Background: an optimization exercise with open tools, aiming at small area, a short achievable clock period and few clock cycles per item. Do not read the settings as production practice.
Function was checked by simulation only, so behaviour that the tests miss may differ from the original.
Power figures rest on the tool's default switching activity, not on a simulated workload.

**design/flow/config.mk**
```make
export PLATFORM = sky130hd
export DESIGN_NAME = selective_repeat_receive_window
export DESIGN_NICKNAME = selective_repeat_receive_window
export VERILOG_FILES = /design/flow/design.v
export SDC_FILE = /design/flow/constraint.sdc
export NUM_CORES = 4
export LEC_CHECK = 0
export CAP_MARGIN = 20
export CORE_MARGIN = 2
export CORE_UTILIZATION = 40
export SLEW_MARGIN = 20
```
**design/flow/constraint.sdc**
```tcl
create_clock -name core_clock -period 9.0 [get_ports {i_clk}]
set_input_delay 1.8000 -clock core_clock [delete_from_list [all_inputs] [get_ports {i_clk}]]
set_output_delay 1.8000 -clock core_clock [all_outputs]
set_load 0.01 [all_outputs]
```
**design/flow/design.v**
```verilog
`default_nettype none
package srrw_pkg;
    localparam int FRAME_W = 24;
    localparam int TIMER_W = 16;
    localparam int BYTES_W = 16;
    localparam int OSLOT_W = 5;
    typedef logic [1:0] t_code;
    localparam t_code OP_START  = 2'd0;
    localparam t_code OP_TICK   = 2'd1;
    localparam t_code OP_ARRIVE = 2'd2;
    localparam t_code KIND_REQ     = 2'd0;
    localparam t_code KIND_DLV     = 2'd1;
    localparam t_code KIND_DLV_REQ = 2'd2;
    localparam logic [1:0] REG_LAST_FRAME = 2'd0;
    localparam logic [1:0] REG_TIMEOUT    = 2'd1;
    localparam logic [1:0] REG_TAIL_BYTES = 2'd2;
    typedef enum logic [8:0] {
        ST_IDLE  = 9'b000000001,
        ST_NORM  = 9'b000000010,
        ST_START = 9'b000000100,
        ST_TRD   = 9'b000001000,
        ST_TUPD  = 9'b000010000,
        ST_TEND  = 9'b000100000,
        ST_TREQ  = 9'b001000000,
        ST_ARR   = 9'b010000000,
        ST_DLV   = 9'b100000000
    } t_state;
endpackage
`default_nettype wire
`default_nettype none
module srrw_ram #(
    parameter int WIDTH = 8,
    parameter int DEPTH = 4
) (
    input  wire logic                                       i_clk,
    input  wire logic                                       i_wr_en,
    input  wire logic [((DEPTH > 1) ? $clog2(DEPTH) : 1)-1:0] i_wr_addr,
    input  wire logic [WIDTH-1:0]                           i_wr_data,
    input  wire logic                                       i_rd_en,
    input  wire logic [((DEPTH > 1) ? $clog2(DEPTH) : 1)-1:0] i_rd_addr,
    output logic      [WIDTH-1:0]                           o_rd_data
);
    logic [WIDTH-1:0] r_mem [DEPTH];
    always_ff @(posedge i_clk) begin
        if (i_wr_en) begin
            r_mem[i_wr_addr] <= i_wr_data;
        end
        if (i_rd_en) begin
            o_rd_data <= r_mem[i_rd_addr];
        end
    end
endmodule
`default_nettype wire
`default_nettype none
module selective_repeat_receive_window #(
    parameter int WINDOW_SLOTS = 32,
    parameter int FRAME_BYTES  = 1000
) (
    input  wire logic                          i_clk,
    input  wire logic                          i_rst_n,
    input  wire logic                          start,
    output logic                               busy,
    input  wire logic [1:0]                    i_opcode,
    input  wire logic [srrw_pkg::FRAME_W-1:0]  i_frame_number,
    output logic                               o_valid,
    output logic [1:0]                         o_kind,
    output logic [srrw_pkg::FRAME_W-1:0]       o_request_frame,
    output logic [srrw_pkg::FRAME_W-1:0]       o_deliver_frame,
    output logic [srrw_pkg::OSLOT_W-1:0]       o_deliver_slot,
    output logic [srrw_pkg::BYTES_W-1:0]       o_deliver_bytes,
    output logic                               o_complete,
    output logic                               o_last,
    input  wire logic                          psel,
    input  wire logic                          penable,
    input  wire logic                          pwrite,
    input  wire logic [3:0]                    paddr,
    input  wire logic [31:0]                   pwdata,
    output logic [31:0]                        prdata,
    output logic                               pready
);
    localparam int NS = 32;
    localparam int FW = srrw_pkg::FRAME_W;
    localparam int TW = srrw_pkg::TIMER_W;
    localparam int BW = srrw_pkg::BYTES_W;
    logic [FW-1:0] r_lfi;
    logic [TW-1:0] r_timeout;
    logic [BW-1:0] r_tail;
    logic [4:0]    r_wm1;        
    logic [FW-1:0] r_bf;         
    logic [4:0]    r_bs;         
    logic [4:0]    r_bsm;        
    logic [NS-1:0] r_rcv;
    logic [FW-1:0] r_frame [NS];
    logic [TW-1:0] r_timer [NS];
    logic          r_st;         
    logic [4:0]    r_k;
    logic          r_ch;         
    logic [4:0]    r_cnt;        
    logic cfg_wr;
    assign pready = 1'b1;
    assign cfg_wr = psel && penable && pwrite;
    assign busy   = r_st || r_ch;
    always_comb begin
        case (paddr[3:2])
            srrw_pkg::REG_LAST_FRAME: prdata = 32'(r_lfi);
            srrw_pkg::REG_TIMEOUT:    prdata = 32'(r_timeout);
            srrw_pkg::REG_TAIL_BYTES: prdata = 32'(r_tail);
            default:                  prdata = 32'd0;
        endcase
    end
    logic [4:0] wr_wm1;
    logic [5:0] wr_w;
    logic [4:0] wr_bsm;
    always_comb begin
        logic [10:0] rem;
        wr_wm1 = (pwdata[FW-1:5] == '0) ? pwdata[4:0] : 5'd31;
        wr_w   = 6'(wr_wm1) + 6'd1;
        rem    = 11'(r_bs);
        for (int i = 4; i >= 0; i--) begin
            if (rem >= (11'(wr_w) << i)) rem = rem - (11'(wr_w) << i);
        end
        wr_bsm = rem[4:0];
    end
    always_ff @(posedge i_clk) begin
        if (!i_rst_n) begin
            r_lfi     <= '0;
            r_timeout <= TW'(10);
            r_tail    <= '0;
            r_wm1     <= '0;
        end else if (cfg_wr) begin
            case (paddr[3:2])
                srrw_pkg::REG_LAST_FRAME: begin
                    r_lfi <= pwdata[FW-1:0];
                    r_wm1 <= wr_wm1;
                end
                srrw_pkg::REG_TIMEOUT:    r_timeout <= pwdata[TW-1:0];
                srrw_pkg::REG_TAIL_BYTES: r_tail    <= pwdata[BW-1:0];
                default: ;
            endcase
        end
    end
    logic take, op_start, op_tick, op_arr;
    assign take     = start && !busy;
    assign op_start = take && (i_opcode == srrw_pkg::OP_START);
    assign op_tick  = take && (i_opcode == srrw_pkg::OP_TICK);
    assign op_arr   = take && (i_opcode == srrw_pkg::OP_ARRIVE);
    logic [NS-1:0] in_w;
    always_comb begin
        for (int k = 0; k < NS; k++) in_w[k] = (5'(k) <= r_wm1);
    end
    logic [NS-1:0] elig, hit, sel;
    logic          any_hit;
    logic [FW-1:0] sel_frame;
    always_comb begin
        logic seen;
        seen      = 1'b0;
        sel_frame = '0;
        for (int k = 0; k < NS; k++) begin
            elig[k] = !r_rcv[k] && in_w[k];
            hit[k]  = elig[k] && (r_timer[k][TW-1:1] == '0);
            sel[k]  = hit[k] && !seen;
            seen    = seen || hit[k];
            sel_frame = sel_frame | (sel[k] ? r_frame[k] : '0);
        end
        any_hit = seen;
    end
    logic [FW:0]   diff;
    logic          in_win;
    logic [5:0]    s_sum;
    logic [4:0]    s_arr;
    logic          is_base;
    logic          bf_ok;
    logic          chain0;
    assign diff    = {1'b0, i_frame_number} - {1'b0, r_bf};
    assign in_win  = !diff[FW] && (diff[FW-1:5] == '0) && (diff[4:0] <= r_wm1);
    assign s_sum   = 6'(r_bsm) + 6'(diff[4:0]);
    assign s_arr   = (s_sum > 6'(r_wm1)) ? 5'(s_sum - 6'(r_wm1) - 6'd1) : s_sum[4:0];
    assign is_base = (i_frame_number == r_bf);
    assign bf_ok   = (r_bf <= r_lfi);
    assign chain0  = is_base && !r_rcv[r_bsm] && bf_ok;
    logic          dlv;
    logic          done;
    logic [FW:0]   nsum;
    logic          refill;
    logic [BW-1:0] bytes;
    logic [4:0]    s_next;
    logic          dlv_last;
    assign dlv      = (op_arr && chain0) || r_ch;
    assign done     = (r_bf == r_lfi);
    assign nsum     = {1'b0, r_bf} + (FW+1)'(NS);
    assign refill   = (nsum <= {1'b0, r_lfi});
    assign bytes    = (done && r_tail != '0 && r_tail < BW'(FRAME_BYTES)) ? r_tail : BW'(FRAME_BYTES);
    assign s_next   = (r_bsm == r_wm1) ? 5'd0 : r_bsm + 5'd1;
    assign dlv_last = done || (r_cnt == r_wm1) || !r_rcv[s_next];
    logic          st_wr;
    logic [4:0]    st_idx;
    logic          fw_en;
    logic [4:0]    fw_idx;
    logic [FW-1:0] fw_data;
    assign st_wr   = op_start || r_st;
    assign st_idx  = r_st ? r_k : 5'd0;
    assign fw_en   = st_wr || (dlv && refill);
    assign fw_idx  = st_wr ? st_idx : r_bsm;
    assign fw_data = st_wr ? FW'(st_idx) : nsum[FW-1:0];
    always_ff @(posedge i_clk) begin
        for (int k = 0; k < NS; k++) begin
            if (fw_en && fw_idx == 5'(k)) r_frame[k] <= fw_data;
            if (op_start || (op_tick && sel[k]) || (dlv && refill && r_bsm == 5'(k)))
                r_timer[k] <= r_timeout;
            else if (op_tick && elig[k] && r_timer[k] != '0)
                r_timer[k] <= r_timer[k] - TW'(1);
        end
    end
    always_ff @(posedge i_clk) begin
        if (!i_rst_n) begin
            r_rcv   <= '1;
            r_bf    <= '0;
            r_bs    <= '0;
            r_bsm   <= '0;
            r_st    <= 1'b0;
            r_k     <= '0;
            r_ch    <= 1'b0;
            r_cnt   <= '0;
            o_valid <= 1'b0;
        end else begin
            o_valid <= 1'b0;
            if (cfg_wr && paddr[3:2] == srrw_pkg::REG_LAST_FRAME) r_bsm <= wr_bsm;
            if (take) r_bs <= r_bsm;
            if (op_start) begin
                r_bf  <= '0;
                r_bs  <= '0;
                r_bsm <= '0;
                r_rcv <= ~in_w;
                r_st  <= (r_wm1 != '0);
                r_k   <= 5'd1;
                o_valid         <= 1'b1;
                o_kind          <= srrw_pkg::KIND_REQ;
                o_request_frame <= '0;
                o_deliver_frame <= '0;
                o_deliver_slot  <= '0;
                o_deliver_bytes <= '0;
                o_complete      <= 1'b0;
                o_last          <= (r_wm1 == '0);
            end
            if (r_st) begin
                r_k  <= r_k + 5'd1;
                r_st <= (r_k != r_wm1);
                o_valid         <= 1'b1;
                o_kind          <= srrw_pkg::KIND_REQ;
                o_request_frame <= FW'(r_k);
                o_deliver_frame <= '0;
                o_deliver_slot  <= '0;
                o_deliver_bytes <= '0;
                o_complete      <= 1'b0;
                o_last          <= (r_k == r_wm1);
            end
            if (op_tick) begin
                o_valid         <= any_hit;
                o_kind          <= srrw_pkg::KIND_REQ;
                o_request_frame <= sel_frame;
                o_deliver_frame <= '0;
                o_deliver_slot  <= '0;
                o_deliver_bytes <= '0;
                o_complete      <= 1'b0;
                o_last          <= 1'b1;
            end
            if (op_arr && in_win) r_rcv[s_arr] <= 1'b1;
            if (dlv) begin
                if (refill) r_rcv[r_bsm] <= 1'b0;
                r_bf  <= r_bf + FW'(1);
                r_bs  <= s_next;
                r_bsm <= s_next;
                r_ch  <= !dlv_last;
                r_cnt <= dlv_last ? 5'd0 : r_cnt + 5'd1;
                o_valid         <= 1'b1;
                o_kind          <= refill ? srrw_pkg::KIND_DLV_REQ : srrw_pkg::KIND_DLV;
                o_request_frame <= refill ? nsum[FW-1:0] : '0;
                o_deliver_frame <= r_bf;
                o_deliver_slot  <= r_bsm;
                o_deliver_bytes <= bytes;
                o_complete      <= done;
                o_last          <= dlv_last;
            end
        end
    end
endmodule
`default_nettype wire
```
**design/flow/run.sh**
```bash
#!/bin/bash
# synth_recipe.tcl (not shown) runs the flow's synth.tcl, then flattens the netlist and writes it again
# the make line also repeats each setting of config.mk as NAME=value (left out here)
make -C /OpenROAD-flow-scripts/flow DESIGN_CONFIG=/design/flow/config.mk WORK_HOME=/design/flow/orfs CLKGATE_MAP_FILE= SYNTH_SCRIPT=/design/flow/synth_recipe.tcl finish
```
==> out/results.tsv, run 1 <==
stage	metric	value	unit
status	status	failed layout checks	
status	so.violations	negative setup slack	
synth	ys_seq_area_share	57.8	%
critical_path	r2r_cells	51	
timing	finalSetupViolations	5	
timing	clock_skew	0.0619	ns
synth	netlist_top_cells_area	edfxtp_1 54%, xnor2_1 4.3%, nand2_1 4.1%, a21oi_1 3.7%, dfxtp_1 3.7%	
placement	dpl.hpwl	152	mm
critical_path	worstPathMaxFanout	5	
pwr	powerDensity	174	nW/um^2
synth	yosys_warnings	3	
grt	grt_pass1_vias	54700	
drt	wl	237	mm
timing	timing.final.ws_setup	-0.492	ns
grt	gr-total-overflow	0	
floorplanning	start_util	40.2	%
placement	io_buffer_count	156	
drt	ant_nets	0	
critical_path	critPathKind	in -> reg	
timing	slew_violations	0	
critical_path	endpoint	r_bsm[4]	
floorplanning	rows	159	
grt	grt_pass1_wl	348	mm
drt	vias	58100	
pwr	irDropWorstVdd	0.161	mV
clocking	clk_pin_slew	0.06	ns
drt	via_per_inst	5.82	
floorplanning	ios	176	
synth	synth-xor-area-share	5.66	%
timing	hold_viol	0	
drt	wl_met3	17.3	mm
timing	rsz0062_at_grt	yes	
synth	syn_area	75200	sq um
drt	route.detailed.drc	0	
critical_path	worstPathRequired	9.68	ns
timing	min_period	9.49	ns
critical_path	rr_startpoint	r_bs[4]	
critical_path	reg2reg_to	r_bsm[4]	
finish	final_common_cell	edfxtp_1	
grt	antenna_found_initial	6	
clocking	htreeDepth	4	
critical_path	cpMostUsedCell	buf_4	
timing	min_period_over_period	105	%
grt	grt_max_degree	68	
synth	synthCells	7016	
clocking	clock-root-buffer	clkbuf_16	
placement	globalplace.congestion	0.933	
synth	synth_top_family_by_area	simple AND/OR/NAND/NOR gates	
min_path	hold_path_class	reg -> reg	
timing	relSlewSlack	18.9	%
critical_path	crit_path_end_kind	register	
finish	final_core_util	46.8	%
synth	synthArstFlopShare	0	%
critical_path	startpoint	pwdata[17]	
clocking	clk_latency	0.85	ns
drt	wl_per_cell	23.7	um
finish	final_cell_mix	1353 x edfxtp_1, 809 x nand2_1, 693 x nor2_1	
critical_path	cp_slowest_stage_delay	0.44	ns
critical_path	crit_buf_inv	17	
critical_path	start_kind	input pin	
synth	synth_cell_type_count	102	
critical_path	regToRegSetupSlack	0.96	ns
finish	fin_cells	9982	
floorplanning	die_h	438	um
clocking	tritoncts	built	
critical_path	crit_arrival	10.17	ns
drt	top_layer_used	met4	
synth	synth-adder-area-share	2.80	%
timing	worstMarginPinSlew	1.21	ns
placement	dp_cells	9626	
drt	firstDrtPassIters	6	
pwr	total_power	15200	uW
synth	ys_seq_elements	1493	
synth	synth-edff-count	1353	
synth	muxShareOfSynthArea	1.09	%
finish	fin_nets	7593	
synth	synth_top_area_share	54.0	%
synth	synth-compound-area-share	12.8	%
critical_path	crit_cells	54	
timing	max_freq	105	MHz
floorplanning	die_w	438	um
finish	drive_gt1_share	12.1	%
clocking	clock_path_buffers	3	
pwr	leakagePower	0.0290	uW
synth	avgSynthCellArea	10.7	sq um
critical_path	crit_slowest_cell	or3_4	
clocking	numClockSinks	1493	
synth	synthFlopType	edfxtp_1	
clocking	cts_buffers	157	
finish	area_growth	16.5	%
finish	fillers	17100	
floorplanning	die_area	191000	sq um
synth	synthSimpleGateAreaFrac	16.8	%
drt	met2_length	109	mm
drt	drt_iter0_drc	5858	
flow_run	drv_cap	0	
grt	gr-usage-all-layers	23.9	%
critical_path	critical-path-top-delay-family	simple AND/OR/NAND/NOR gates	
drt	wl_met1	103	mm
synth	yosys.area.top_type	edfxtp_1	
floorplanning	coreArea	187000	sq um
## area by class of cell
type / count / area [sq um] / share of cell area [%]
flip-flops and latches: 1493 / 43500 / 49.6
multi-input cells: 4932 / 30500 / 34.8
repair buffers: 568 / 4670 / 5.33
clock buffers: 209 / 4270 / 4.88
well taps: 2495 / 3120 / 3.56
clock inverters: 74 / 802 / 0.916
inverters: 209 / 788 / 0.900
diodes: 2 / 5.00 / 0.00572
## per-layer routing
| metal | vias to the layer above | track usage, % |
|---|---|---|
| met2 | 2284 | 37.8 |
| met3 | 435 | 3.32 |
| met4 | 0 | 8.50 |
| met5 | - | 0 |
| met1 | 28700 | 33.5 |
| li1 | 26700 | - |
## tightest hold or removal path, cell delays in order, from the launching register on
cell     delay [ns]
dfxtp_1        0.31
nand2_1        0.05
a21oi_1        0.05
## kinds of logic (layout without fill, tap and decap cells)
kind of cell,after synthesis,after routing
AOI/OAI and AO/OA,1541,1541
muxes,68,68
DFF,1493,1493
and+or+nand+nor,2658,2658
buffers and inverters,604,1060
xor gates and xnor gates,486,486
other,2,17
adders and majority gates,164,164
## power by group
group / total [uW] / leakage [uW] / internal (uW) / switching, uW
clock network: 6500 / 0.00245 / 3650 / 2840
logic: 974 / 0.0131 / 359 / 615
registers: 7760 / 0.0135 / 7650 / 118
## per-stage QoR
step                      setup slack (ns)  instance area, sq um  hold slack [ns]  setup TNS (ns)
final                               -0.492                 87600            0.465           -2.34
after global routing                -0.923                 87600            0.483           -4.51
after CTS                           -0.362                 87400            0.460           -1.74
after detailed placement             -2.20                 81700            0.450          -10.87
after global placement               -2.12                 81600            0.445          -10.46
after floorplan                      -1.13                 75400            0.436           -5.45
## state kept, by name, indices dropped and copies added, names as in the netlist, 2 cells and up
name,count
r_timeout,16
r_cnt,5
r_frame,768
r_bs,5
o_deliver_frame,24
r_bf,24
r_wm1,5
o_kind,2
r_tail,16
r_k,5
o_deliver_slot,5
r_lfi,24
r_rcv,32
r_timer,512
o_deliver_bytes,16
r_bsm,5
o_request_frame,24
## worst min-delay path by stage
stage | start | end | depth (start not counted)
2_1_floorplan | r_lfi[16] | r_lfi[16] | 2
3_3_place_gp | r_lfi[21] | r_lfi[21] | 2
3_5_place_dp | r_lfi[20] | r_lfi[20] | 2
4_1_cts | r_lfi[20] | r_lfi[20] | 2
5_1_grt | r_lfi[18] | r_lfi[18] | 2
6_report | r_lfi[18] | r_lfi[18] | 2
## synth_stat cells (21+ instances only)
master       n
xor2_1     121
mux2i_1     47
a211oi_1    43
edfxtp_1  1353
nor2_1     722
o31ai_1     22
nand2_1    815
a221o_1     22
or4_1       49
a22oi_1     46
and3_1      65
nand3_1    245
dfxtp_1    140
ha_1       157
a21oi_1    562
a31oi_1     92
nor2b_1     35
nor4_1     140
a21o_1      51
inv_1      205
o211ai_1    33
nand2b_1    43
xnor2_1    365
o21ai_0    327
nand4_1     78
buf_1       38
clkbuf_1   314
or3_1       61
o21a_1      30
nor3_1     231
a22o_1      28
and2_1      44
a221oi_1    66
a222oi_1    21
o21ai_1     31
buf_2       30
## repair_timing
item	CTS	global route
hold buffers	0	0
setup buffers	65	8
endpoints found under the setup margin	5	5
pin swaps	55	45
resized for setup	118	26
Testbench counts, summed over its fixed seeds: cycles 9,473, items 4,808.
==> run 2: changes to the inputs <==
--- a/design/flow/design.v
+++ b/design/flow/design.v
@@ -91,15 +91,17 @@
     logic [4:0]    r_bsm;        
     logic [NS-1:0] r_rcv;
     logic [FW-1:0] r_frame [NS];
-    logic [TW-1:0] r_timer [NS];
+    logic [TW-1:0] r_tinv [NS];   
     logic          r_st;         
     logic [4:0]    r_k;
     logic          r_ch;         
     logic [4:0]    r_cnt;        
+    logic          r_red;        
+    logic          r_park;       
     logic cfg_wr;
     assign pready = 1'b1;
     assign cfg_wr = psel && penable && pwrite;
-    assign busy   = r_st || r_ch;
+    assign busy   = r_st || r_ch || r_park;
     always_comb begin
         case (paddr[3:2])
             srrw_pkg::REG_LAST_FRAME: prdata = 32'(r_lfi);
@@ -109,18 +111,7 @@
         endcase
     end
     logic [4:0] wr_wm1;
-    logic [5:0] wr_w;
-    logic [4:0] wr_bsm;
-    always_comb begin
-        logic [10:0] rem;
-        wr_wm1 = (pwdata[FW-1:5] == '0) ? pwdata[4:0] : 5'd31;
-        wr_w   = 6'(wr_wm1) + 6'd1;
-        rem    = 11'(r_bs);
-        for (int i = 4; i >= 0; i--) begin
-            if (rem >= (11'(wr_w) << i)) rem = rem - (11'(wr_w) << i);
-        end
-        wr_bsm = rem[4:0];
-    end
+    assign wr_wm1 = (pwdata[FW-1:5] == '0) ? pwdata[4:0] : 5'd31;
     always_ff @(posedge i_clk) begin
         if (!i_rst_n) begin
             r_lfi     <= '0;
@@ -139,11 +130,20 @@
             endcase
         end
     end
-    logic take, op_start, op_tick, op_arr;
+    logic          bsm_gt;
+    assign bsm_gt = (r_bsm > r_wm1);
+    logic          take, park, run;
+    logic [1:0]    it_op;
+    logic [FW-1:0] it_fr;
+    logic          op_start, op_tick, op_arr;
     assign take     = start && !busy;
-    assign op_start = take && (i_opcode == srrw_pkg::OP_START);
-    assign op_tick  = take && (i_opcode == srrw_pkg::OP_TICK);
-    assign op_arr   = take && (i_opcode == srrw_pkg::OP_ARRIVE);
+    assign park     = take && r_red && (i_opcode != srrw_pkg::OP_START);
+    assign run      = (take && !park) || (r_park && !bsm_gt);
+    assign it_op    = r_park ? o_kind : i_opcode;
+    assign it_fr    = r_park ? o_request_frame : i_frame_number;
+    assign op_start = run && (it_op == srrw_pkg::OP_START);
+    assign op_tick  = run && (it_op == srrw_pkg::OP_TICK);
+    assign op_arr   = run && (it_op == srrw_pkg::OP_ARRIVE);
     logic [NS-1:0] in_w;
     always_comb begin
         for (int k = 0; k < NS; k++) in_w[k] = (5'(k) <= r_wm1);
@@ -157,7 +157,7 @@
         sel_frame = '0;
         for (int k = 0; k < NS; k++) begin
             elig[k] = !r_rcv[k] && in_w[k];
-            hit[k]  = elig[k] && (r_timer[k][TW-1:1] == '0);
+            hit[k]  = elig[k] && (r_tinv[k][TW-1:1] == '1);
             sel[k]  = hit[k] && !seen;
             seen    = seen || hit[k];
             sel_frame = sel_frame | (sel[k] ? r_frame[k] : '0);
@@ -171,11 +171,11 @@
     logic          is_base;
     logic          bf_ok;
     logic          chain0;
-    assign diff    = {1'b0, i_frame_number} - {1'b0, r_bf};
+    assign diff    = {1'b0, it_fr} - {1'b0, r_bf};
     assign in_win  = !diff[FW] && (diff[FW-1:5] == '0) && (diff[4:0] <= r_wm1);
     assign s_sum   = 6'(r_bsm) + 6'(diff[4:0]);
     assign s_arr   = (s_sum > 6'(r_wm1)) ? 5'(s_sum - 6'(r_wm1) - 6'd1) : s_sum[4:0];
-    assign is_base = (i_frame_number == r_bf);
+    assign is_base = (it_fr == r_bf);
     assign bf_ok   = (r_bf <= r_lfi);
     assign chain0  = is_base && !r_rcv[r_bsm] && bf_ok;
     logic          dlv;
@@ -202,13 +202,22 @@
     assign fw_en   = st_wr || (dlv && refill);
     assign fw_idx  = st_wr ? st_idx : r_bsm;
     assign fw_data = st_wr ? FW'(st_idx) : nsum[FW-1:0];
+    logic [TW-1:0] t_next [NS];
+    always_comb begin
+        for (int k = 0; k < NS; k++) begin
+            logic ld, c;
+            ld = op_start || (op_tick && sel[k]) || (dlv && refill && r_bsm == 5'(k));
+            c  = op_tick && elig[k] && (r_tinv[k] != '1);
+            for (int i = 0; i < TW; i++) begin
+                t_next[k][i] = ld ? !r_timeout[i] : (r_tinv[k][i] ^ c);
+                c = c && r_tinv[k][i];
+            end
+        end
+    end
     always_ff @(posedge i_clk) begin
         for (int k = 0; k < NS; k++) begin
             if (fw_en && fw_idx == 5'(k)) r_frame[k] <= fw_data;
-            if (op_start || (op_tick && sel[k]) || (dlv && refill && r_bsm == 5'(k)))
-                r_timer[k] <= r_timeout;
-            else if (op_tick && elig[k] && r_timer[k] != '0)
-                r_timer[k] <= r_timer[k] - TW'(1);
+            r_tinv[k] <= t_next[k];
         end
     end
     always_ff @(posedge i_clk) begin
@@ -221,12 +230,30 @@
             r_k     <= '0;
             r_ch    <= 1'b0;
             r_cnt   <= '0;
+            r_red   <= 1'b0;
+            r_park  <= 1'b0;
             o_valid <= 1'b0;
         end else begin
             o_valid <= 1'b0;
-            if (cfg_wr && paddr[3:2] == srrw_pkg::REG_LAST_FRAME) r_bsm <= wr_bsm;
-            if (take) r_bs <= r_bsm;
+            if (r_red) begin
+                if (bsm_gt) r_bsm <= r_bsm - r_wm1 - 5'd1;
+                else        r_red <= 1'b0;
+            end
+            if (cfg_wr && paddr[3:2] == srrw_pkg::REG_LAST_FRAME) begin
+                r_bsm <= r_bs;
+                r_red <= (r_bs > wr_wm1);
+            end
+            if (park) begin
+                r_park          <= 1'b1;
+                o_kind          <= i_opcode;
+                o_request_frame <= i_frame_number;
+            end
+            if (run) begin
+                r_park <= 1'b0;
+                r_bs   <= r_bsm;
+            end
             if (op_start) begin
+                r_red <= 1'b0;
                 r_bf  <= '0;
                 r_bs  <= '0;
                 r_bsm <= '0;
--- a/design/flow/config.mk
+++ b/design/flow/config.mk
@@ -8,4 +8,5 @@
 export CAP_MARGIN = 20
 export CORE_MARGIN = 2
 export CORE_UTILIZATION = 40
+export SETUP_SLACK_MARGIN = 4.5
 export SLEW_MARGIN = 20
==> run 2 against run 1 <==
Net effect: now clean on timing, DRC and antenna; register-to-register slack gained 2.5 ns; clock power is essentially flat; sequential power grew 0.5%; sequential share of layout area shrank 10 points; design area grew 11%; synthesized cell count shrank 11%; clock skew shrank 0.019 ns; non-clock buffer count grew 272; critical path type unchanged; critical endpoint is now r_rcv[5]; largest power group unchanged.
==> out/results.tsv, run 2 <==
stage	metric	value	unit	change
finish	final_core_util	57.3	%	was 46.8%
floorplanning	die_area	174000	sq um	was 191000 sq um
synth	synthCells	6266		was 7016
finish	area_growth	42.5	%	was 16.5%
synth	synthFlopType	edfxtp_1		unchanged
grt	gr-usage-all-layers	27.8	%	was 23.9%
clocking	clock_path_buffers	3		unchanged
synth	synth_common_cells	841 x edfxtp_1, 818 x nand2_1, 654 x dfxtp_1		was 1353 x edfxtp_1, 815 x nand2_1, 722 x nor2_1
synth	yosys.area.top_type	edfxtp_1		unchanged
critical_path	start_kind	input pin		unchanged
clocking	clock-root-buffer	clkbuf_16		unchanged
floorplanning	die_h	417	um	was 438 um
timing	worstMarginPinSlew	1.34	ns	was 1.21 ns
critical_path	crit_path_end_kind	register		unchanged
clocking	cts_buffers	158		was 157
grt	antenna_found_initial	9		was 6
floorplanning	rows	151		was 159
critical_path	cpMostUsedCell	inv_2		was buf_4
synth	yosys.cell_count.top_type	edfxtp_1		unchanged
clocking	cts_hold_repair.buffers	0		unchanged
timing	finalSetupViolations	0		was 5
timing	hold_viol	0		unchanged
drt	route.detailed.drc	0		unchanged
min_path	hold_path_end	r_lfi[21]		was r_lfi[18]
synth	yosys_warnings	4		was 3
critical_path	r2r_cells	28		was 51
critical_path	crit_arrival	6.45	ns	was 10.17 ns
clocking	clk_pin_slew	0.06	ns	about the same
clocking	tritoncts	built		unchanged
synth	netlist_top_cells_area	edfxtp_1 37%, dfxtp_1 19%, ha_1 11%, nand2_1 4.5%, o21ai_0 3.6%		was edfxtp_1 54%, xnor2_1 4.3%, nand2_1 4.1%, a21oi_1 3.7%, dfxtp_1 3.7%
floorplanning	ios	176		unchanged
synth	synthArstFlopShare	0	%	unchanged
floorplanning	coreArea	169000	sq um	was 187000 sq um
grt	gr-total-overflow	0		unchanged
timing	fin_setup_tns	0	ns	was -2.34 ns
finish	drive_gt1_share	35.1	%	was 12.1%
critical_path	regToRegSetupSlack	3.44	ns	was 0.96 ns
drt	wl_per_cell	28.4	um	was 23.7 um
timing	rsz0062_at_grt	yes		unchanged
synth	ys_seq_elements	1495		was 1493
grt	grt_pass1_vias	52400		was 54700
finish	fillers	13400		was 17100
synth	avgSynthCellArea	10.9	sq um	was 10.7 sq um
critical_path	worstPathMaxFanout	8		was 5
synth	syn_area	68200	sq um	was 75200 sq um
finish	largest_reg_flops	768		unchanged
drt	drt_iter0_drc	6786		was 5858
grt	grt_pass1_wl	357	mm	was 348 mm
min_path	holdCritStartpoint	r_lfi[21]		was r_lfi[18]
finish	final_common_cell	edfxtp_1		unchanged
critical_path	critical-path-top-delay-family	adder cells		was simple AND/OR/NAND/NOR gates
drt	firstDrtPassIters	8		was 6
clocking	htreeDepth	4		unchanged
finish	fin_nets	7611		was 7593
placement	globalplace.congestion	0.949		was 0.933
pwr	powerDensity	167	nW/um^2	was 174 nW/um^2
critical_path	critPathKind	in -> reg		unchanged
critical_path	cp_slowest_stage_delay	0.58	ns	was 0.44 ns
min_path	worstHoldPathCells	2		unchanged
synth	synth_top_area_share	37.0	%	was 54.0%
pwr	leakagePower	0.0344	uW	was 0.0290 uW
critical_path	rr_startpoint	r_park		was r_bs[4]
floorplanning	start_util	40.2	%	about the same
min_path	hold_path_class	reg -> reg		unchanged
floorplanning	die_w	417	um	was 438 um
pwr	irDropWorstVdd	0.209	mV	was 0.161 mV
pwr	total_power	16300	uW	was 15200 uW
timing	max_freq	175	MHz	was 105 MHz
critical_path	reg2reg_to	r_rcv[5]		was r_bsm[4]
synth	synth-edff-count	841		was 1353
clocking	clk_latency	0.82	ns	was 0.85 ns
placement	dpl.hpwl	151	mm	was 152 mm
timing	min_period	5.71	ns	was 9.49 ns
clocking	numClockSinks	1495		was 1493
drt	vias	56800		was 58100
drt	ant_nets	0		unchanged
finish	regMostFlops	r_frame		unchanged
critical_path	crit_buf_inv	6		was 17
flow_run	drv_cap	0		unchanged
finish	reg_top3	r_frame: 768 flops, r_tinv: 512 flops, r_rcv: 32 flops		was r_frame: 768 flops, r_timer: 512 flops, r_rcv: 32 flops
drt	wl	263	mm	was 237 mm
critical_path	worstPathRequired	9.74	ns	was 9.68 ns
timing	slew_violations	0		unchanged
finish	final_cell_mix	841 x edfxtp_1, 626 x dfxtp_1, 572 x nand2_1		was 1353 x edfxtp_1, 809 x nand2_1, 693 x nor2_1
critical_path	crit_slowest_cell	fa_2		was or3_4
status	status	no timing/DRC/antenna violations		was failed layout checks
timing	min_period_over_period	63.5	%	was 105%
synth	ys_seq_area_share	56.2	%	was 57.8%
drt	via_per_inst	6.12		was 5.82
timing	relSlewSlack	10.3	%	was 18.9%
placement	io_buffer_count	156		unchanged
synth	synth_cell_type_count	96		was 102
timing	clock_skew	0.0427	ns	was 0.0619 ns
grt	grt_max_degree	66		was 68
run 2: cell count changes after synthesis, moves of 168 or more:
cell	before	now
dfxtp_1	140	654
edfxtp_1	1353	841
ha_1	157	590
nor2_1	722	494
nor3_1	231	63
xnor2_1	365	62
run 2: metrics by stage:
step / hold WS (ns) / worst slack, ns / area (sq um) / std cells
finish: 0.459 / 3.29 / 97200 / 9288
global route: 0.480 / 3.11 / 97200 / 9288
CTS: 0.461 / 3.37 / 91000 / 9113
detailed placement: 0.452 / 1.41 / 79700 / 8459
global placement: 0.444 / 1.49 / 79700 / 8458
floorplan: 0.436 / 2.80 / 75300 / 6279
run 2: worst max path at each step:
stage                     end  cells after the start               from
floorplan            r_rcv[2]                     25  i_frame_number[0]
CTS                  r_rcv[1]                     27  i_frame_number[0]
global placement    r_rcv[18]                     26  i_frame_number[0]
global route        r_rcv[22]                     26  i_frame_number[0]
detailed placement   r_rcv[8]                     26  i_frame_number[0]
finish               r_rcv[5]                     28  i_frame_number[0]
run 2: worst register-to-register path, delay by kind of cell, from the launching register on:
family | cells | cell delay (ns)
simple gates | 5 | 0.68
xor+xnor | 2 | 0.37
flops | 1 | 0.31
compound gates | 8 | 1.01
buf+inv | 6 | 0.89
fa+ha+maj | 5 | 1.59
mux | 2 | 0.65
run 2: cell families (layout without fill, tap and decap cells):
family | count (synthesis) | in the layout | synth area share, %
AOI/OAI and AO/OA | 1519 | 1531 | 14.0
and+or+nand+nor | 1972 | 2017 | 13.2
buffers and inverters | 502 | 1235 | 2.93
muxes | 92 | 92 | 1.58
xor gates and xnor gates | 90 | 90 | 1.16
other | 2 | 16 | 0.0110
DFF | 1495 | 1495 | 56.2
adders and majority gates | 594 | 594 | 10.9
run 2: final cells by class:
type	count	area [sq um]	area share [%]
multi-input combinational	4339	40100	41.3
sequential	1495	38400	39.5
timing repair buffer	840	10300	10.6
clock buffer	206	4420	4.55
tap	2218	2780	2.86
clock inverter	74	639	0.658
inverter	115	472	0.485
antenna	1	2.50	0.00258
run 2: metal layers:
| layer | global-route usage, % | share of wire [%] | up-vias |
|---|---|---|---|
| met5 | 0 | 0.010 | - |
| met4 | 9.51 | 3.7 | 4 |
| met3 | 5.21 | 9.8 | 582 |
| met2 | 43.8 | 45 | 3038 |
| met1 | 38.4 | 41 | 28300 |
| li1 | - | - | 24900 |
run 2: where the power goes:
group / switching (uW) / total [uW] / internal (uW) / leakage (uW)
clock: 2810 / 6470 / 3660 / 0.00248
combinational: 1030 / 1980 / 945 / 0.0189
sequential: 337 / 7800 / 7460 / 0.0130
run 2: timing repair:
item                                    in CTS  in global routing
resized for setup                          671               1085
pin swaps                                  222                407
gates cloned                                58                 77
endpoints found under the setup margin    2197               1402
setup buffers                              316                 96
Testbench counts of run 2, summed over its fixed seeds: cycles 9,473, items 4,808.
==> run 3: changes to the inputs <==
--- a/design/flow/config.mk
+++ b/design/flow/config.mk
@@ -8,5 +8,4 @@
 export CAP_MARGIN = 20
 export CORE_MARGIN = 2
 export CORE_UTILIZATION = 40
-export SETUP_SLACK_MARGIN = 4.5
 export SLEW_MARGIN = 20
==> run 3 against run 2 <==
Net effect: still clean on timing, DRC and antenna; clock skew shrank 0.0072 ns; total power down 6.8%; utilization decreased by 11 points; first-iteration DRC count down 18%; setup slack worse by 1.7 ns; non-clock buffer count shrank 468; critical path depth decreased by 3; via count shrank 11%; synthesized area unchanged; sequential share of layout area increased by 9.6 points; synthesized cell count unchanged; highest routed layer unchanged.
==> out/results.tsv, run 3 <==
stage	metric	value	unit	change
clocking	htreeDepth	4		unchanged
finish	fillers	15500		was 13400
critical_path	cpMostUsedCell	o21ai_0		was inv_2
synth	synthFlopType	edfxtp_1		unchanged
clocking	clock-root-buffer	clkbuf_16		unchanged
synth	synthSimpleGateAreaFrac	13.2	%	unchanged
pwr	internal-power	11500	uW	was 12100 uW
synth	synthCells	6266		unchanged
placement	globalplace.congestion	0.958		was 0.949
pwr	p_sw	3650	uW	was 4180 uW
timing	worstMarginPinSlew	1.20	ns	was 1.34 ns
critical_path	endpoint	r_rcv[15]		was r_rcv[5]
drt	wl_per_cell	24.7	um	was 28.4 um
synth	synth_top_family_by_area	compound AO/OA/AOI/OAI gates		unchanged
synth	netlist_top_cells_area	edfxtp_1 37%, dfxtp_1 19%, ha_1 11%, nand2_1 4.5%, o21ai_0 3.6%		unchanged
timing	clock_skew	0.0355	ns	was 0.0427 ns
critical_path	crit_slowest_cell	and4_1		was fa_2
clocking	cts_hold_repair.buffers	0		unchanged
drt	vias	50900		was 56800
finish	fin_nets	7080		was 7611
floorplanning	ios	176		unchanged
flow_run	drv_cap	0		unchanged
clocking	cts_buffers	152		was 158
drt	via_per_inst	5.81		was 6.12
timing	fin_setup_tns	0	ns	unchanged
critical_path	critPathKind	in -> reg		unchanged
clocking	clock_path_buffers	3		unchanged
min_path	hold_path_class	reg -> reg		unchanged
synth	ys_seq_area_share	56.2	%	unchanged
pwr	seq_power_share	50.5	%	was 48.0%
critical_path	regToRegSetupSlack	2.00	ns	was 3.44 ns
synth	yosys.area.top_type	edfxtp_1		unchanged
floorplanning	die_area	174000	sq um	unchanged
pwr	clock_power_share	42.0	%	was 39.8%
pwr	irDropWorstVdd	0.201	mV	was 0.209 mV
critical_path	crit_arrival	8.14	ns	was 6.45 ns
synth	synth_top_area_share	37.0	%	unchanged
synth	ys_seq_elements	1495		unchanged
clocking	tritoncts	built		unchanged
timing	max_freq	135	MHz	was 175 MHz
critical_path	worstPathMaxFanout	10		was 8
clocking	numClockSinks	1495		unchanged
pwr	leakagePower	0.0297	uW	was 0.0344 uW
grt	antenna_found_initial	5		was 9
finish	final_cell_mix	841 x edfxtp_1, 816 x nand2_1, 639 x dfxtp_1		was 841 x edfxtp_1, 626 x dfxtp_1, 572 x nand2_1
grt	grt_pass1_vias	47600		was 52400
status	status	no timing/DRC/antenna violations		unchanged
clocking	postCtsSetupBuffers	0		was 316
grt	grt_pass1_wl	316	mm	was 357 mm
drt	drt_iter0_drc	5552		was 6786
synth	yosys.cell_count.top_type	edfxtp_1		unchanged
finish	regMostFlops	r_frame		unchanged
synth	avgSynthCellArea	10.9	sq um	unchanged
synth	syn_area	68200	sq um	unchanged
synth	synth_common_cells	841 x edfxtp_1, 818 x nand2_1, 654 x dfxtp_1		unchanged
critical_path	crit_buf_inv	4		was 6
floorplanning	die_h	417	um	unchanged
finish	drive_gt1_share	9.85	%	was 35.1%
placement	dpl.hpwl	146	mm	was 151 mm
floorplanning	coreArea	169000	sq um	unchanged
critical_path	worstPathRequired	9.74	ns	about the same
synth	yosys_warnings	4		unchanged
timing	slew_violations	0		unchanged
clocking	clk_latency	0.82	ns	about the same
synth	synth-compound-area-share	14.0	%	unchanged
grt	grt_max_degree	93		was 66
floorplanning	die_w	417	um	unchanged
synth	muxShareOfSynthArea	1.58	%	unchanged
synth	synth-adder-area-share	10.9	%	unchanged
synth	synth_cell_type_count	96		unchanged
synth	synth-xor-area-share	1.16	%	unchanged
timing	min_period_over_period	82.3	%	was 63.5%
timing	finalSetupViolations	0		unchanged
floorplanning	rows	151		unchanged
drt	ant_nets	0		unchanged
timing	hold_viol	0		unchanged
critical_path	start_kind	input pin		unchanged
synth	synthArstFlopShare	0	%	unchanged
critical_path	startpoint	i_frame_number[0]		unchanged
drt	route.detailed.drc	0		unchanged
placement	io_buffer_count	156		unchanged
pwr	total_power	15100	uW	was 16300 uW
pwr	swShare	24.1	%	was 25.7%
clocking	cts-resized-gates	0		was 671
finish	largest_reg_flops	768		unchanged
critical_path	rr_startpoint	r_park		unchanged
critical_path	crit_path_end_kind	register		unchanged
timing	min_period	7.40	ns	was 5.71 ns
drt	firstDrtPassIters	6		was 8
timing	relSlewSlack	19.5	%	was 10.3%
critical_path	crit_cells	25		was 28
critical_path	cp_slowest_stage_delay	0.60	ns	was 0.58 ns
critical_path	r2r_cells	23		was 28
drt	wl	216	mm	was 263 mm
grt	gr-total-overflow	0		unchanged
synth	synth-edff-count	841		unchanged
critical_path	critical-path-top-delay-family	compound AO/OA/AOI/OAI gates		was adder cells
floorplanning	start_util	40.2	%	unchanged
finish	area_growth	14.5	%	was 42.5%
clocking	clk_pin_slew	0.07	ns	was 0.06 ns
critical_path	reg2reg_to	r_rcv[15]		was r_rcv[5]
finish	final_common_cell	edfxtp_1		unchanged
grt	gr-usage-all-layers	24.3	%	was 27.8%
timing	rsz0062_at_grt	no		was yes
finish	reg_top3	r_frame: 768 flops, r_tinv: 512 flops, r_rcv: 32 flops		unchanged
pwr	powerDensity	194	nW/um^2	was 167 nW/um^2
pwr	p_comb_share	7.5	%	was 12.2%
-- run 3: routing by layer --
layer | wire, um | vias to the layer above | part of all wire, % | global-route usage, %
li1 | - | 23600 | - | -
met5 | 13 | - | 0.0060 | 0
met4 | 5340 | 2 | 2.5 | 7.07
met3 | 15800 | 307 | 7.3 | 3.53
met1 | 96500 | 24900 | 45 | 34.5
met2 | 98800 | 2022 | 46 | 38.3
-- run 3: cell families after synthesis --
family | count (synthesis)
flops | 1495
other cells | 2
xor+xnor | 90
mux | 92
simple gates | 1972
compound gates | 1519
buf+inv | 502
fa+ha+maj | 594
-- run 3: area by class of cell --
cell class,instances,area (sq um),area share [%]
inverters,115,433,0.554
clock buffers,203,4190,5.36
diodes,1,2.50,0.00320
repair buffers,372,3200,4.09
clock inverters,70,749,0.959
well taps,2218,2780,3.55
flip-flops and latches,1495,38400,49.1
multi-input cells,4282,28400,36.4
-- run 3: worst min-delay path by stage --
stage	startpoint	to	slack [ns]	cells past startpoint
2_1_floorplan	r_lfi[16]	r_lfi[16]	0.44	2
3_3_place_gp	r_lfi[16]	r_lfi[16]	0.44	2
3_5_place_dp	r_lfi[18]	r_lfi[18]	0.45	2
4_1_cts	r_lfi[18]	r_lfi[18]	0.46	2
5_1_grt	r_lfi[18]	r_lfi[18]	0.48	2
6_report	r_lfi[18]	r_lfi[18]	0.45	2
-- run 3: per-stage QoR --
step           hold slack, ns  std cells  utilization (%)  worst slack [ns]  instance area, sq um
2_1_floorplan           0.436       6279                -              2.03                 68300
3_3_place_gp            0.442       8480             43.1             0.937                 73100
3_5_place_dp            0.449       8482             43.1             0.973                 73100
4_1_cts                 0.457       8755             46.1              1.81                 78100
5_1_grt                 0.480       8755             46.1              1.28                 78100
6_report                0.454       8756             46.1              1.60                 78100
-- run 3: worst reg2reg max path, cell delays in order (launching register included) --
cell and delay, ns:
dfxtp_1 0.65, buf_4 0.45, mux2_2 0.42, fa_1 0.41
a21oi_1 0.27, o21ai_0 0.14, xor2_1 0.34, ha_1 0.34
xnor2_1 0.43, ha_1 0.36, and3_1 0.21, o21ai_0 0.08
a32oi_1 0.09, a211oi_2 0.24, buf_4 0.22, mux2_2 0.39
inv_1 0.07, ha_1 0.23, o21ai_0 0.14, xnor2_1 0.14
o21ai_0 0.37, and4_1 0.60, a31oi_1 0.16, o21ai_0 0.15
-- run 3: power groups by stage --
stage | Sequential, uW | Combinational [uW] | Clock [uW]
3_5_place_dp | 7800 | 1110 | 0
3_3_place_gp | 7780 | 1070 | 0
4_1_cts | 7650 | 1110 | 6450
6_report | 7650 | 1130 | 6360
5_1_grt | 7680 | 1280 | 6720
2_1_floorplan | 7750 | 745 | 0

==> static timing again, ports no longer ideal <==
In the flow no input, the clock included, has a driving cell. The finished layouts below were timed again as built, in two steps. Step 1 sets driving cells, clkbuf_16 on the clock port and buf_2 on the other inputs (assumed; they add their load-dependent delay and slew). Step 2, shift: input delay + t, output delay - t, t = (earliest + latest rising clock arrival at the registers) / 2. This alone moves slack from input paths to output paths. a / b / c = ideal / step 1 / step 2; a / b = the first two.
run	t, ns	setup slack, ns	hold slack, ns	worst setup path after step 2
run 1	0.892	-0.492 / -0.446 / -1.338	0.465 / 0.465 / 0.465	input to register
run 2	0.885	3.286 / 3.333 / 2.448	0.459 / 0.459 / 0.459	input to register
run 3	0.884	1.596 / 1.649 / 0.765	0.454 / 0.454 / 0.454	input to register
For run 1, which loses most, drivers alone change the setup slack by +0.046 ns; drivers and shift together by -0.846 ns.
